Background: an optimization exercise with open tools, aiming at small area, a short achievable clock period and few clock cycles per item. Do not read the settings as production practice.
In this exercise RTL edits were held to simulation tests only and were not proved equivalent to the original.
Power and IR drop assume default switching activity.

## flow/run.sh

```bash
#!/bin/bash
# synth_recipe.tcl (not shown) runs the flow's synth.tcl, then flattens the netlist and writes it again
# the make line also repeats each setting of config.mk as NAME=value (left out here)
make -C /OpenROAD-flow-scripts/flow DESIGN_CONFIG=/design/flow/config.mk WORK_HOME=/design/flow/orfs CLKGATE_MAP_FILE= SYNTH_SCRIPT=/design/flow/synth_recipe.tcl finish
```

## flow/config.mk

```make
export PLATFORM = sky130hd
export DESIGN_NAME = manhattan_nearest_site_area
export DESIGN_NICKNAME = manhattan_nearest_site_area
export VERILOG_FILES = /design/flow/design.v
export SDC_FILE = /design/flow/constraint.sdc
export NUM_CORES = 4
export LEC_CHECK = 0
export CAP_MARGIN = 20
export CORE_MARGIN = 2
export CORE_UTILIZATION = 40
export SLEW_MARGIN = 20
```

## flow/constraint.sdc

```tcl
create_clock -name core_clock -period 8.0 [get_ports {clk_i}]
set_input_delay 1.6000 -clock core_clock [delete_from_list [all_inputs] [get_ports {clk_i}]]
set_output_delay 1.6000 -clock core_clock [all_outputs]
set_load 0.01 [all_outputs]
```

## flow/design.v

```verilog
`timescale 1ns / 1ps
`default_nettype none
package mnsa_pkg;
  localparam int MAX_SITES  = 64;
  localparam int COORD_BITS = 11;
  localparam int ADDR_W  = $clog2(MAX_SITES);
  localparam int CNT_W   = $clog2(MAX_SITES + 1);
  localparam int DIFF_W  = COORD_BITS + 1;
  localparam int DSUM_W  = COORD_BITS + 2;
  localparam int OP_W      = 3;
  localparam int IDX_W     = 6;
  localparam int XY_W      = 11;
  localparam int DIST_W    = 12;
  localparam int AREA_W    = 20;
  localparam int CFG_W     = 7;
  localparam int S_TDATA_W = 32;
  localparam int M_TDATA_W = 40;
  localparam logic [AREA_W-1:0] AREA_MAX = {AREA_W{1'b1}};
  localparam logic [DIST_W-1:0] DIST_MAX = {DIST_W{1'b1}};
  typedef enum logic [OP_W-1:0] {
    OP_LOAD     = 3'd0,
    OP_CLASSIFY = 3'd1,
    OP_CLEAR    = 3'd2,
    OP_READ     = 3'd3,
    OP_FIND     = 3'd4
  } op_e;
  typedef enum logic [2:0] {
    ST_IDLE,
    ST_LOAD,
    ST_SCAN,
    ST_WB,
    ST_DONE
  } state_e;
  typedef struct packed {
    logic [COORD_BITS-1:0] x;
    logic [COORD_BITS-1:0] y;
    logic [AREA_W-1:0]     area;
    logic                  grew;
  } site_t;
  typedef struct packed {
    logic [ADDR_W-1:0] idx;
    logic [DSUM_W-1:0] dsum;
    site_t             site;
    logic              shared;
  } best_t;
endpackage
`default_nettype wire
`timescale 1ns / 1ps
`default_nettype none
module mnsa_site_eval (
  input  mnsa_pkg::op_e                      op_i,
  input  logic                               first_i,
  input  logic [mnsa_pkg::ADDR_W-1:0]        idx_i,
  input  mnsa_pkg::site_t                    site_i,
  input  logic [mnsa_pkg::COORD_BITS-1:0]    qx_i,
  input  logic [mnsa_pkg::COORD_BITS-1:0]    qy_i,
  input  mnsa_pkg::best_t                    best_i,
  output mnsa_pkg::best_t                    best_o
);
  logic [mnsa_pkg::DIFF_W-1:0] dx, dy, ax, ay;
  logic [mnsa_pkg::DSUM_W-1:0] man_d;
  logic                        better;
  mnsa_pkg::best_t             cand;
  always_comb begin
    dx = {site_i.x[mnsa_pkg::COORD_BITS-1], site_i.x} - {qx_i[mnsa_pkg::COORD_BITS-1], qx_i};
    dy = {site_i.y[mnsa_pkg::COORD_BITS-1], site_i.y} - {qy_i[mnsa_pkg::COORD_BITS-1], qy_i};
    ax = dx[mnsa_pkg::DIFF_W-1] ? (~dx + 1'b1) : dx;
    ay = dy[mnsa_pkg::DIFF_W-1] ? (~dy + 1'b1) : dy;
    man_d = {1'b0, ax} + {1'b0, ay};
    cand.idx    = idx_i;
    cand.dsum   = man_d;
    cand.site   = site_i;
    cand.shared = 1'b0;
    if (site_i.grew == best_i.site.grew) begin
      better = site_i.area > best_i.site.area;
    end else begin
      better = !site_i.grew;
    end
    best_o = best_i;
    if (first_i) begin
      best_o = cand;
    end else begin
      case (op_i)
        mnsa_pkg::OP_CLASSIFY: begin
          if (man_d < best_i.dsum) begin
            best_o = cand;
          end else if (man_d == best_i.dsum) begin
            best_o.shared = 1'b1;
          end
        end
        mnsa_pkg::OP_FIND: begin
          if (better) begin
            best_o = cand;
          end
        end
        default: begin
          best_o = best_i;
        end
      endcase
    end
  end
endmodule
`default_nettype wire
`timescale 1ns / 1ps
`default_nettype none
module manhattan_nearest_site_area (
  input  logic                              clk_i,
  input  logic                              rst_ni,
  input  logic                              cfg_valid_i,
  output logic                              cfg_ready_o,
  input  logic [mnsa_pkg::CFG_W-1:0]        cfg_data_i,       
  input  logic                              s_axis_tvalid,
  output logic                              s_axis_tready,
  input  logic [mnsa_pkg::S_TDATA_W-1:0]    s_axis_tdata,
  input  logic [mnsa_pkg::OP_W-1:0]         s_axis_tuser,     
  output logic                              m_axis_tvalid,
  input  logic                              m_axis_tready,
  output logic [mnsa_pkg::M_TDATA_W-1:0]    m_axis_tdata
);
  mnsa_pkg::state_e state_q, state_d;
  logic [mnsa_pkg::CFG_W-1:0]      site_count_q;
  logic [mnsa_pkg::CNT_W-1:0]      n_active;
  mnsa_pkg::op_e                   op_q;
  logic [mnsa_pkg::IDX_W-1:0]      idx_q;
  logic [mnsa_pkg::COORD_BITS-1:0] qx_q, qy_q;
  logic                            in_range_q;
  logic [mnsa_pkg::CNT_W-1:0]      issue_q, end_q;
  logic                            rd_vld_q;
  logic [mnsa_pkg::ADDR_W-1:0]     rd_idx_q;
  logic                            first_q;
  mnsa_pkg::best_t                 best_q, best_next;
  logic [2*mnsa_pkg::COORD_BITS+mnsa_pkg::AREA_W:0] mem_q [0:mnsa_pkg::MAX_SITES-1];
  mnsa_pkg::site_t                 rd_data_q;
  mnsa_pkg::site_t                 rd_site;
  mnsa_pkg::site_t                 wr_data;
  logic [mnsa_pkg::ADDR_W-1:0]     mem_addr;
  logic                            mem_we, mem_re;
  logic [mnsa_pkg::MAX_SITES-1:0]  area_vld_q, grew_vld_q;
  logic                            m_valid_q;
  logic [mnsa_pkg::M_TDATA_W-1:0]  m_data_q;
  logic                            s_acc, issuing, out_free, idx_ok;
  mnsa_pkg::op_e                   in_op;
  logic [mnsa_pkg::AREA_W-1:0]     area_inc;
  logic [mnsa_pkg::DIST_W-1:0]     dist_sat;
  logic [mnsa_pkg::IDX_W-1:0]      r_index;
  logic                            r_tie, r_grew;
  logic [mnsa_pkg::DIST_W-1:0]     r_dist;
  logic [mnsa_pkg::AREA_W-1:0]     r_area;
  assign cfg_ready_o   = 1'b1;
  assign s_axis_tready = (state_q == mnsa_pkg::ST_IDLE);
  assign s_acc         = s_axis_tvalid && s_axis_tready;
  assign in_op         = mnsa_pkg::op_e'(s_axis_tuser);
  assign idx_ok        = 32'(s_axis_tdata[5:0]) < mnsa_pkg::MAX_SITES;
  assign issuing       = (state_q == mnsa_pkg::ST_SCAN) && (issue_q < end_q);
  assign out_free      = !m_valid_q || m_axis_tready;
  assign m_axis_tvalid = m_valid_q;
  assign m_axis_tdata  = m_data_q;
  always_comb begin
    if (site_count_q == '0) begin
      n_active = mnsa_pkg::CNT_W'(1);
    end else if (32'(site_count_q) > mnsa_pkg::MAX_SITES) begin
      n_active = mnsa_pkg::CNT_W'(mnsa_pkg::MAX_SITES);
    end else begin
      n_active = mnsa_pkg::CNT_W'(site_count_q);
    end
  end
  always_ff @(posedge clk_i or negedge rst_ni) begin
    if (!rst_ni) begin
      site_count_q <= mnsa_pkg::CFG_W'(1);
    end else if (cfg_valid_i && cfg_ready_o) begin
      site_count_q <= cfg_data_i;
    end
  end
  always_comb begin
    rd_site      = rd_data_q;
    rd_site.area = area_vld_q[rd_idx_q] ? rd_data_q.area : '0;
    rd_site.grew = area_vld_q[rd_idx_q] && grew_vld_q[rd_idx_q] && rd_data_q.grew;
  end
  mnsa_site_eval u_eval (
    .op_i    (op_q),
    .first_i (first_q),
    .idx_i   (rd_idx_q),
    .site_i  (rd_site),
    .qx_i    (qx_q),
    .qy_i    (qy_q),
    .best_i  (best_q),
    .best_o  (best_next)
  );
  assign area_inc = (best_q.site.area == mnsa_pkg::AREA_MAX) ? mnsa_pkg::AREA_MAX
                                                             : best_q.site.area + 1'b1;
  assign dist_sat = (32'(best_q.dsum) > 32'(mnsa_pkg::DIST_MAX)) ? mnsa_pkg::DIST_MAX
                                                                 : mnsa_pkg::DIST_W'(best_q.dsum);
  always_comb begin
    mem_we   = 1'b0;
    mem_re   = 1'b0;
    mem_addr = issue_q[mnsa_pkg::ADDR_W-1:0];
    wr_data  = best_q.site;
    case (state_q)
      mnsa_pkg::ST_LOAD: begin
        mem_we       = 1'b1;
        mem_addr     = mnsa_pkg::ADDR_W'(idx_q);
        wr_data.x    = qx_q;
        wr_data.y    = qy_q;
        wr_data.area = '0;
        wr_data.grew = 1'b0;
      end
      mnsa_pkg::ST_SCAN: begin
        mem_re = issuing;
      end
      mnsa_pkg::ST_WB: begin
        mem_we       = 1'b1;
        mem_addr     = best_q.idx;
        wr_data.area = area_inc;
        wr_data.grew = 1'b1;
      end
      default: begin
        mem_we = 1'b0;
      end
    endcase
  end
  always_ff @(posedge clk_i) begin
    if (mem_we) begin
      mem_q[mem_addr] <= wr_data;
    end else if (mem_re) begin
      rd_data_q <= mem_q[mem_addr];
    end
  end
  always_ff @(posedge clk_i or negedge rst_ni) begin
    if (!rst_ni) begin
      area_vld_q <= '0;
      grew_vld_q <= '0;
    end else begin
      if (s_acc && (in_op == mnsa_pkg::OP_CLEAR)) begin
        grew_vld_q <= '0;
      end
      if (mem_we) begin
        area_vld_q[mem_addr] <= 1'b1;
        grew_vld_q[mem_addr] <= 1'b1;
      end
    end
  end
  always_comb begin
    state_d = state_q;
    case (state_q)
      mnsa_pkg::ST_IDLE: begin
        if (s_acc) begin
          case (in_op)
            mnsa_pkg::OP_LOAD:     state_d = idx_ok ? mnsa_pkg::ST_LOAD : mnsa_pkg::ST_DONE;
            mnsa_pkg::OP_CLASSIFY: state_d = mnsa_pkg::ST_SCAN;
            mnsa_pkg::OP_FIND:     state_d = mnsa_pkg::ST_SCAN;
            mnsa_pkg::OP_READ:     state_d = idx_ok ? mnsa_pkg::ST_SCAN : mnsa_pkg::ST_DONE;
            default:               state_d = mnsa_pkg::ST_DONE;
          endcase
        end
      end
      mnsa_pkg::ST_LOAD: begin
        state_d = mnsa_pkg::ST_DONE;
      end
      mnsa_pkg::ST_SCAN: begin
        if (!issuing) begin
          if ((op_q == mnsa_pkg::OP_CLASSIFY) && !best_next.shared) begin
            state_d = mnsa_pkg::ST_WB;
          end else begin
            state_d = mnsa_pkg::ST_DONE;
          end
        end
      end
      mnsa_pkg::ST_WB: begin
        state_d = mnsa_pkg::ST_DONE;
      end
      mnsa_pkg::ST_DONE: begin
        if (out_free) begin
          state_d = mnsa_pkg::ST_IDLE;
        end
      end
      default: begin
        state_d = mnsa_pkg::ST_IDLE;
      end
    endcase
  end
  always_ff @(posedge clk_i or negedge rst_ni) begin
    if (!rst_ni) begin
      state_q <= mnsa_pkg::ST_IDLE;
    end else begin
      state_q <= state_d;
    end
  end
  always_ff @(posedge clk_i or negedge rst_ni) begin
    if (!rst_ni) begin
      issue_q  <= '0;
      end_q    <= '0;
      rd_vld_q <= 1'b0;
      rd_idx_q <= '0;
      first_q  <= 1'b0;
    end else begin
      rd_vld_q <= issuing;
      if (issuing) begin
        rd_idx_q <= issue_q[mnsa_pkg::ADDR_W-1:0];
        issue_q  <= issue_q + 1'b1;
      end
      if (rd_vld_q) begin
        first_q <= 1'b0;
      end
      if (s_acc) begin
        first_q <= 1'b1;
        if (in_op == mnsa_pkg::OP_READ) begin
          issue_q <= mnsa_pkg::CNT_W'(s_axis_tdata[5:0]);
          end_q   <= mnsa_pkg::CNT_W'(s_axis_tdata[5:0]) + 1'b1;
        end else begin
          issue_q <= '0;
          end_q   <= n_active;
        end
      end
    end
  end
  always_ff @(posedge clk_i) begin
    if (s_acc) begin
      op_q       <= in_op;
      idx_q      <= s_axis_tdata[5:0];
      qx_q       <= mnsa_pkg::COORD_BITS'(s_axis_tdata[16:6]);
      qy_q       <= mnsa_pkg::COORD_BITS'(s_axis_tdata[27:17]);
      in_range_q <= idx_ok;
    end
    if (rd_vld_q) begin
      best_q <= best_next;
    end else if (state_q == mnsa_pkg::ST_WB) begin
      best_q.site.area <= area_inc;
      best_q.site.grew <= 1'b1;
    end
  end
  always_comb begin
    r_index = '0;
    r_tie   = 1'b0;
    r_dist  = '0;
    r_area  = '0;
    r_grew  = 1'b0;
    case (op_q)
      mnsa_pkg::OP_LOAD: begin
        r_index = idx_q;
      end
      mnsa_pkg::OP_CLASSIFY: begin
        r_index = mnsa_pkg::IDX_W'(best_q.idx);
        r_dist  = dist_sat;
        r_tie   = best_q.shared;
        r_area  = best_q.shared ? '0 : best_q.site.area;
        r_grew  = !best_q.shared && best_q.site.grew;
      end
      mnsa_pkg::OP_READ: begin
        r_index = idx_q;
        r_area  = in_range_q ? best_q.site.area : '0;
        r_grew  = in_range_q && best_q.site.grew;
      end
      mnsa_pkg::OP_FIND: begin
        r_index = mnsa_pkg::IDX_W'(best_q.idx);
        r_area  = best_q.site.area;
        r_grew  = best_q.site.grew;
      end
      default: begin
        r_index = '0;
      end
    endcase
  end
  always_ff @(posedge clk_i or negedge rst_ni) begin
    if (!rst_ni) begin
      m_valid_q <= 1'b0;
    end else if ((state_q == mnsa_pkg::ST_DONE) && out_free) begin
      m_valid_q <= 1'b1;
    end else if (m_axis_tready) begin
      m_valid_q <= 1'b0;
    end
  end
  always_ff @(posedge clk_i) begin
    if ((state_q == mnsa_pkg::ST_DONE) && out_free) begin
      m_data_q <= {r_grew, r_area, r_dist, r_tie, r_index};
    end
  end
endmodule
`default_nettype wire
```

==> run summary <==
[per-stage QoR]
stage               setup WS, ns  hold slack (ns)  std cells
finish                    0.9997           0.4530      11044
global route              0.4784           0.4738      11042
CTS                        1.012           0.4532      11042
detailed placement         1.113           0.4447      10486
global placement          0.9372           0.4327      10482
floorplan                 0.8394           0.4226       6673
[cell usage after synthesis, types with 6 or more instances]
| master | n | area, µm² |
|---|---|---|
| edfxtp_1 | 2929 | 87950 |
| a22oi_1 | 997 | 7485 |
| clkbuf_1 | 212 | 795.8 |
| a22o_1 | 209 | 1831 |
| a221oi_1 | 192 | 1682 |
| a31oi_1 | 190 | 1189 |
| a21oi_1 | 172 | 860.8 |
| nor2_1 | 162 | 608.1 |
| dfrtp_1 | 160 | 4004 |
| nand2_1 | 138 | 518.0 |
| buf_2 | 115 | 575.6 |
| nand4_1 | 99 | 619.3 |
| o21ai_0 | 97 | 485.5 |
| inv_1 | 91 | 341.6 |
| nand3_1 | 82 | 410.4 |
| ha_1 | 81 | 1013 |
| buf_1 | 80 | 300.3 |
| a41oi_1 | 74 | 648.1 |
| and2_1 | 61 | 381.6 |
| nor4_1 | 53 | 331.6 |
| o21bai_1 | 53 | 397.9 |
| xnor2_1 | 48 | 420.4 |
| mux2_2 | 43 | 484.2 |
| a21o_1 | 42 | 315.3 |
| nor3_1 | 31 | 155.2 |
| mux4_2 | 29 | 653.1 |
| nand2b_1 | 21 | 131.4 |
| o22ai_1 | 18 | 112.6 |
| nor2b_1 | 16 | 100.1 |
| xor2_1 | 16 | 140.1 |
| mux2i_1 | 15 | 150.1 |
| and3_1 | 13 | 81.33 |
| a211oi_1 | 11 | 82.58 |
| a31o_2 | 11 | 96.34 |
| nor3b_1 | 11 | 82.58 |
| o31ai_1 | 9 | 67.56 |
| o211ai_1 | 8 | 60.06 |
| or3_1 | 8 | 50.05 |
| o21a_1 | 6 | 45.04 |
[per-layer routing]
metal,vias to the layer above,track usage [%],wire length (µm)
li1,28219,-,-
met1,35947,33.73,143400
met2,4460,37.84,167500
met3,841,5.525,42300
met4,18,9.106,15520
met5,-,0,126
[power groups by stage]
stage | logic [mW] | clock network, mW | registers [mW]
floorplan | 10.5 | 0 | 21.0
global placement | 17.1 | 0 | 21.1
detailed placement | 17.4 | 0 | 21.1
CTS | 17.4 | 14.2 | 20.8
global route | 18.9 | 14.8 | 20.8
finish | 17.7 | 14.2 | 20.8
[flip-flops by register name, indices dropped and copies added (netlist names), 3 cells and up]
| name | count |
|---|---|
| mem_q | 2752 |
| area_vld_q | 64 |
| grew_vld_q | 64 |
| best_q | 63 |
| rd_data_q | 43 |
| m_data_q | 40 |
| qx_q | 11 |
| qy_q | 11 |
| end_q | 7 |
| issue_q | 7 |
| site_count_q | 7 |
| idx_q | 6 |
| rd_idx_q | 6 |
| op_q | 3 |
| state_q | 3 |
[critical path, stage by stage, from the launching register on]
cell and delay [ns]:
edfxtp_1 0.44, ha_1 0.30, nor2b_1 0.11, o21ai_0 0.10, a21boi_0 0.25, o21ai_0 0.21
a211oi_1 0.24, o21ai_0 0.12, a21oi_1 0.61, mux2_2 0.45, fa_1 0.45, a21o_1 0.20
a21oi_1 0.25, o21bai_1 0.10, a21oi_1 0.23, o21bai_1 0.09, a21oi_1 0.23, nor2b_1 0.10
o31ai_1 0.41, o31a_1 0.22, ha_1 0.24, a21oi_1 0.16, nor2b_1 0.07, o21ai_0 0.25
nand3_1 0.12, o211ai_1 0.09, and2_2 0.20, o21bai_4 0.33
[logic make-up after synthesis]
| group | share of synthesized area (%) |
|---|---|
| AO/OA/AOI/OAI | 13.38 |
| XOR/XNOR | 0.4816 |
| adder cells (fa/ha/maj) | 0.9321 |
| buffers and inverters | 1.833 |
| flip-flops | 79.03 |
| multiplexers | 1.198 |
| other | 0.003222 |
| AND/OR/NAND/NOR | 3.141 |
[final timing paths]
| kind | end | cells after the start |
|---|---|---|
| max | best_q[15] | 27 |
| min | area_vld_q[18] | 1 |
| max reg2reg | best_q[15] | 27 |
| min reg2reg | area_vld_q[18] | 1 |
| max in group asynchronous | rd_vld_q | 2 |
| min in group asynchronous | area_vld_q[57] | 1 |
[area by class of cell]
class                           instances  area (µm²)  share of cell area (%)
Tap cell                             3900        4880                   3.666
Antenna cell                            2       5.005                0.003760
Multi-Input combinational cell       3073       23160                   17.40
Clock inverter                        147        1116                  0.8385
Inverter                               92       345.3                  0.2594
Timing Repair Buffer                  331        3003                   2.256
Clock buffer                          409        8606                   6.465
Sequential cell                      3090       91990                   69.11
==> run summary <==
The final count of pins violating max slew came to 0. The core region is 290,100 µm². The final global-route overflow total is 0. The internal portion of total power came out at around 34 mW. The worst register-to-register path begins at rd_data_q[33]. The library cell used most frequently in the layout, excluding fill and tap cells, is edfxtp_1.

The I/O pin count came out at 90. Entering global routing, the biggest net connects 91 pins. The combinational power share is between 30% and 40%. The CTS clock-pin slew for the worst setup and hold paths is around 0.06 ns. The CTS root buffer is clkbuf_16. For the pin with the worst max-slew slack, the measured transition is 1.226 ns. The worst hold path begins at area_vld_q[18].

The site row count is 198. The switching fraction of total power came out at 35.46%. The deepest level of the CTS H-tree is 5. The count of unresolved DRC violations after routing is 0. The share of total power dissipated in the clock network is 26.9%. The gate count of the mapped netlist is 6,673. The number of vias in the routed layout is 69,485.

The data arrival time of the critical path is 7.53 ns. The worst setup path is captured at a register. The number of synthesized flops with an enable pin is 2,929. The post-CTS repair timing setup buffer count came out at 0. The effective utilization at floorplan came out at roughly 40%.

The starting DRC count in detailed routing came out at 10,823. The run finished with no timing, DRC or antenna violations. The net switching power figure is 18.66 mW. At the worst endpoint, the required time is about 8.5 ns.

The routed wire length is 368.9 mm. The average footprint of a synthesized cell came out at 17.44 µm². The die footprint came out at between 200,000 and 300,000 µm². The placed wire-length estimate after detailed placement came out at around 200 mm.

The unique cell type count in the Yosys netlist came out at 79. The share of synthesized area occupied by flip-flops and latches is 79.03%. The async set-or-reset flop fraction in the synthesized netlist came out at under 10%. The maximum count of clock buffers along a single path is 4.

The type of the worst min-delay path is register to register. The total of endpoints with negative setup slack in the final report came out at 0. The floorplan die height is 543.4 µm. Dividing the detail-routed wire length by the instance count gives 33.40 µm. The synthesis-stage register bit count is roughly 3,100. In this run the worst setup path begins at rd_data_q[33]. The number of hold-slack violations in the final timing report came to 0. Dividing total power by cell area gives a power density of 395.4 nW/µm².

The post-layout minimum cycle time came out at 7.000 ns. The peak fanout along the critical path came out at 21. The initial antenna violation count came to 22. The share of the core filled with cells came out at 45.88%. The number of nets in the synthesized netlist is 6,804. After layout, the worst path uses 87.50% of the clock period. The total negative slack is 0 ns. The average via count per standard cell came out at roughly 6.3. The width of the chip came out at 543.4 µm.

Yosys printed 2 warnings. The number of instances resized during post-cts repair is 0. The worst register-to-register path has a setup slack of 1.0 ns. The worst-case IR drop observed on VDD is 0.5490 mV.

Once layout is done, the placed cells without fillers occupy 133,100 µm². The number of detailed-routing iterations run before antenna repair came out at 8. The total power is 52.63 mW.

The overall fraction of global-route tracks in use came out at 24.44%. The top cell types in the final layout, fill and taps aside, are edfxtp_1, a22oi_1, clkbuf_16. The standard cell area after detailed placement is 123,300 µm². The layout overhead on the synthesized area came out at 14.36%. The worst setup path is launched from a register. The clock sink count is 3,090. The hold buffer count at CTS is 0. The fmax came out at 142.9 MHz. The worst-skew pair later-pin latency came out at 0.95 ns. The critical path is of the register to register type. The number of clock buffers inserted by TritonCTS came out at between 300 and 400. The number of input and output port buffers inserted came out at 84.

The max capacitance violation total came out at 0. The number of nets at the end of the flow is 7,043. The cell leakage power is 41.82 nW. Of the cells placed in the final design, the portion with a size suffix greater than 1 is between 10% and 20%.

The number of fillers in the final layout came out at between 20,000 and 25,000. TritonCTS built the clock tree. The antenna violation net count after detailed routing came out at 0. The clock skew after layout is 0.07849 ns.

The first-pass GRT wire length came out at 512.5 mm. Among all flip-flop cells after synthesis, the most frequent one is edfxtp_1. The number of global-route vias before repair is about 66,000. The cell area after synthesis is ~120,000 µm². Setup repair after global routing left no endpoint under its margin. The fraction of power consumed by sequential logic is 39.4%. Measured against its own limit, the worst slew margin works out to 17.81%. The global placement routability congestion came out at 0.8428.
Testbench counts, summed over its fixed seeds: cycles 168,376, items 3,728.

==> static timing again, ports no longer ideal <==
No port has a modelled driver above. Below, the same layout with a new extraction and two added sets of constraints. Step 1: set_driving_cell puts a clkbuf_16 on clk_i and a buf_2 on each other input, an assumption about the parent block. Step 2, shift: input delay + t, output delay - t, t = (earliest + latest rising clock arrival at the registers) / 2. This alone moves slack from input paths to output paths. a / b / c = ideal / step 1 / step 2; a / b = the first two.
shift t [ns]: 1.022
slack for setup (ns): 1.000 / 1.000 / 1.000
hold WS [ns]: 0.453 / 0.453 / 0.453
clock arrival spread, ns: 0.087 / 0.087
cell pins on the clock port's net: 1
After both steps this run still meets setup and hold. For this run, drivers alone change the setup slack by 0.000 ns; drivers and shift together by 0.000 ns.
